This is an optimization exercise on Yosys and OpenROAD, whose aim is small area and a short achievable clock period, not a production implementation. Where RTL was checked, it was by simulation tests only, not by an equivalence proof against the original. No activity file was given, so power comes from the tool's default toggle rates.

## ex_stage_top
module ex_stage_top (
    input  logic        clk_i,
    input  logic        rst_n_i,
    input  logic        valid_i,
    input  logic [31:0] inst_i,
    input  logic [63:0] pc_i,
    input  logic [63:0] op1_i,
    input  logic [63:0] op2_i,
    input  logic [4:0]  rd_i,
    input  logic        rd_we_i,
    output logic        ready_o,
    output logic        wb_valid_o,
    output logic [4:0]  wb_rd_o,
    output logic [63:0] wb_data_o,
    output logic        redirect_valid_o,
    output logic [63:0] redirect_target_o,
    output logic        mem_valid_o,
    output logic        mem_we_o,
    output logic [2:0]  mem_size_o,
    output logic [63:0] mem_addr_o,
    output logic [63:0] mem_wdata_o,
    output logic [4:0]  mem_rd_o,
    input  logic        mem_credit_i
);
    logic [6:0]  opcode;
    logic [2:0]  f3;
    logic [6:0]  f7;
    assign opcode = inst_i[6:0];
    assign f3     = inst_i[14:12];
    assign f7     = inst_i[31:25];
    logic is_op, is_op32, is_imm, is_imm32, is_alu, is_w, is_immf;
    logic is_branch, is_load, is_store, is_mem;
    assign is_op     = (opcode == 7'b0110011);
    assign is_op32   = (opcode == 7'b0111011);
    assign is_imm    = (opcode == 7'b0010011);
    assign is_imm32  = (opcode == 7'b0011011);
    assign is_alu    = is_op || is_op32 || is_imm || is_imm32;
    assign is_w      = is_op32 || is_imm32;
    assign is_immf   = is_imm || is_imm32;
    assign is_branch = (opcode == 7'b1100011);
    assign is_load   = (opcode == 7'b0000011) && (f3 != 3'b111);
    assign is_store  = (opcode == 7'b0100011) && !f3[2];
    assign is_mem    = is_load || is_store;
    logic dp_branch, dp_store, dp_mem, dp_immf, dp_w;
    assign dp_branch = inst_i[6];               
    assign dp_store  = inst_i[5] && !inst_i[4];
    assign dp_mem    = !inst_i[4];              
    assign dp_immf   = !inst_i[5];              
    assign dp_w      = inst_i[3];               
    logic f7_base, f7_alt;
    assign f7_base = (f7[6:1] == 6'b000000) && (is_imm || !f7[0]);
    assign f7_alt  = (f7[6:1] == 6'b010000) && (is_imm || !f7[0]);
    logic legal;
    always_comb begin
        case (f3)
            3'b000:  legal = is_immf || f7_base || f7_alt;
            3'b001:  legal = f7_base;
            3'b101:  legal = f7_base || f7_alt;
            default: legal = !is_w && (is_immf || f7_base);
        endcase
    end
    logic n1_q, c2_q;
  ...
For scale: ~3,500 cells after synthesis, about 150 flip-flops, ~510 I/O pins, roughly 0.019 sq mm of cells after synthesis.
Settings: LEC_CHECK=0, ABC_AREA=1, CAP_MARGIN=20, CORE_MARGIN=2, CORE_UTILIZATION=40, CTS_BUF_LIST=sky130_fd_sc_hd__clkbuf_4 sky130_fd_sc_hd__clkbuf_8, SETUP_SLACK_MARGIN=3.8, SLEW_MARGIN=20; clock period 8.0 ns.
standard.sh (not shown) runs the stock make flow with config.mk's settings and CLKGATE_MAP_FILE= SYNTH_SCRIPT=/design/flow/synth_recipe.tcl, a recipe that flattens the netlist after the stock synthesis.
==> flow/flow/run.sh <==
#!/bin/bash
# standard layout, with plain buf_1 cells as the port buffers and without
# the half/full adder cells (synthesis then leaves adders to abc as gates)
set -euo pipefail
DU=" sky130_fd_sc_hd__probe_p_8 sky130_fd_sc_hd__probec_p_8 sky130_fd_sc_hd__lpflow_bleeder_1 sky130_fd_sc_hd__lpflow_clkbufkapwr_1 sky130_fd_sc_hd__lpflow_clkbufkapwr_16 sky130_fd_sc_hd__lpflow_clkbufkapwr_2 sky130_fd_sc_hd__lpflow_clkbufkapwr_4 sky130_fd_sc_hd__lpflow_clkbufkapwr_8 sky130_fd_sc_hd__lpflow_clkinvkapwr_1 sky130_fd_sc_hd__lpflow_clkinvkapwr_16 sky130_fd_sc_hd__lpflow_clkinvkapwr_2 sky130_fd_sc_hd__lpflow_clkinvkapwr_4 sky130_fd_sc_hd__lpflow_clkinvkapwr_8 sky130_fd_sc_hd__lpflow_decapkapwr_12 sky130_fd_sc_hd__lpflow_decapkapwr_3 sky130_fd_sc_hd__lpflow_decapkapwr_4 sky130_fd_sc_hd__lpflow_decapkapwr_6 sky130_fd_sc_hd__lpflow_decapkapwr_8 sky130_fd_sc_hd__lpflow_inputiso0n_1 sky130_fd_sc_hd__lpflow_inputiso0p_1 sky130_fd_sc_hd__lpflow_inputiso1n_1 sky130_fd_sc_hd__lpflow_inputiso1p_1 sky130_fd_sc_hd__lpflow_inputisolatch_1 sky130_fd_sc_hd__lpflow_isobufsrc_1 sky130_fd_sc_hd__lpflow_isobufsrc_16 sky130_fd_sc_hd__lpflow_isobufsrc_2 sky130_fd_sc_hd__lpflow_isobufsrc_4 sky130_fd_sc_hd__lpflow_isobufsrc_8 sky130_fd_sc_hd__lpflow_isobufsrckapwr_16 sky130_fd_sc_hd__lpflow_lsbuf_lh_hl_isowell_tap_1 sky130_fd_sc_hd__lpflow_lsbuf_lh_hl_isowell_tap_2 sky130_fd_sc_hd__lpflow_lsbuf_lh_hl_isowell_tap_4 sky130_fd_sc_hd__lpflow_lsbuf_lh_isowell_4 sky130_fd_sc_hd__lpflow_lsbuf_lh_isowell_tap_1 sky130_fd_sc_hd__lpflow_lsbuf_lh_isowell_tap_2 sky130_fd_sc_hd__lpflow_lsbuf_lh_isowell_tap_4  sky130_fd_sc_hd__fa_1 sky130_fd_sc_hd__fa_2 sky130_fd_sc_hd__fa_4 sky130_fd_sc_hd__ha_1 sky130_fd_sc_hd__ha_2 sky130_fd_sc_hd__ha_4"
bash standard.sh "BUFFER_PORTS_ARGS=-buffer_cell sky130_fd_sc_hd__buf_1" "DONT_USE_CELLS=$DU" finish > make_finish.log 2>&1
The first run finished clean.
Edit:
--- a/flow/design.v
+++ b/flow/design.v
@@ -223,15 +223,15 @@
         for (int i = 0; i < 64; i++) begin
             if (left)                sh_in[i] = op1_i[63-i];
             else if (dp_w && i >= 32) sh_in[i] = fill;
             else                     sh_in[i] = op1_i[i];
         end
     end
     logic [127:0] sh_wide;
-    assign sh_wide = {{64{fill && !left}}, sh_in} >> {!dp_w && shamt[5], shamt[4:1], 1'b0};
+    assign sh_wide = {{64{fill && !left}}, sh_in} >> {!dp_w && shamt[5], shamt[4:0]};
     assign sh_out  = sh_wide[63:0];
     logic sel_s, sel_y, sel_p, sel_g, sel_lt;
     logic [63:0] res;
     assign sel_s  = dp_mem || f3 == 3'b000;
     assign sel_y  = !dp_mem && f3[1:0] == 2'b01;
     assign sel_p  = !dp_mem && (f3 == 3'b100 || f3 == 3'b110);
     assign sel_g  = !dp_mem && f3[2:1] == 2'b11;
@@ -286,15 +286,15 @@
         endcase
     end
     logic [63:0] r_q, w_q;
     logic [4:0]  rd_q;
     logic [2:0]  size_q;
     logic        we_q;
     logic        wb_v_q, br_v_q, mem_v_q;
-    logic        rev_q, ext_q, sh1_q, fill_q;
+    logic        rev_q, ext_q;
     always_ff @(posedge clk_i) begin
         if (!rst_n_i) begin
             wb_v_q  <= 1'b0;
             br_v_q  <= 1'b0;
             mem_v_q <= 1'b0;
         end else begin
             wb_v_q  <= valid_i && is_alu && legal && rd_we_i;
@@ -304,23 +304,19 @@
         r_q    <= res;
         w_q    <= dp_branch ? target : wdata;
         rd_q   <= rd_i;
         size_q <= f3;
         we_q   <= opcode[5];
         rev_q  <= f3 == 3'b001;
         ext_q  <= opcode[3];
-        sh1_q  <= f3[1:0] == 2'b01 && shamt[0];    
-        fill_q <= fill && !left;
     end
     assign wb_valid_o        = wb_v_q;
     assign wb_rd_o           = rd_q;
-    logic [63:0] wb_sh;
     always_comb begin
-        wb_sh = sh1_q ? {fill_q, r_q[63:1]} : r_q;
-        for (int i = 0; i < 64; i++) wb_data_o[i] = rev_q ? wb_sh[63-i] : wb_sh[i];
+        for (int i = 0; i < 64; i++) wb_data_o[i] = rev_q ? r_q[63-i] : r_q[i];
         if (ext_q) wb_data_o[63:32] = {32{wb_data_o[31]}};
     end
     assign redirect_valid_o  = br_v_q;
     assign redirect_target_o = w_q;
     assign mem_valid_o       = mem_v_q;
     assign mem_we_o          = we_q;
     assign mem_size_o        = size_q;
Global-route usage rose by 0.40 points.
Combinational power rose by a few percent.
Critical path depth stays the same.
Die area went down slightly.
Via count went down slightly.
Maximum frequency goes down slightly.
Sequential share of layout area barely changes.
Worst hold slack is better by 3.6 ps.
Total power falls slightly.
Cell area decreases slightly.
Register-to-register slack degrades by 40 ps.
Worst setup slack loses 82 ps.
Only the layout flow was run in the second run of this note; the RTL was not checked for function there.

re-timing with driven ports:
The flow's constraints put no driver on any port. The routed layouts listed below were extracted and timed again, unchanged, in two steps. Step 1: set_driving_cell puts a clkbuf_16 on clk_i and a buf_2 on each other input, an assumption about the parent block. Step 2 adds t to the input delays and takes it off the output delays; t is the mean of the earliest and latest rising clock arrival at the registers after step 1. Input paths then give back, and output paths get back, about the clock's delay inside the block. Three values: ideal ports, drivers, drivers and shift; two values: the first two.
run	t (ns)	setup slack, ns	hold slack, ns	worst setup path after step 2
the first run	0.621	3.789 / 3.748 / 3.128	0.524 / 0.524 / 0.524	input to register
the second run	0.605	3.707 / 3.679 / 3.074	0.528 / 0.528 / 0.528	input to register
After both steps setup and hold are still met in every run listed. The setup slack of the first run, which loses most, moves by -0.041 ns with the drivers and by -0.661 ns with both steps.
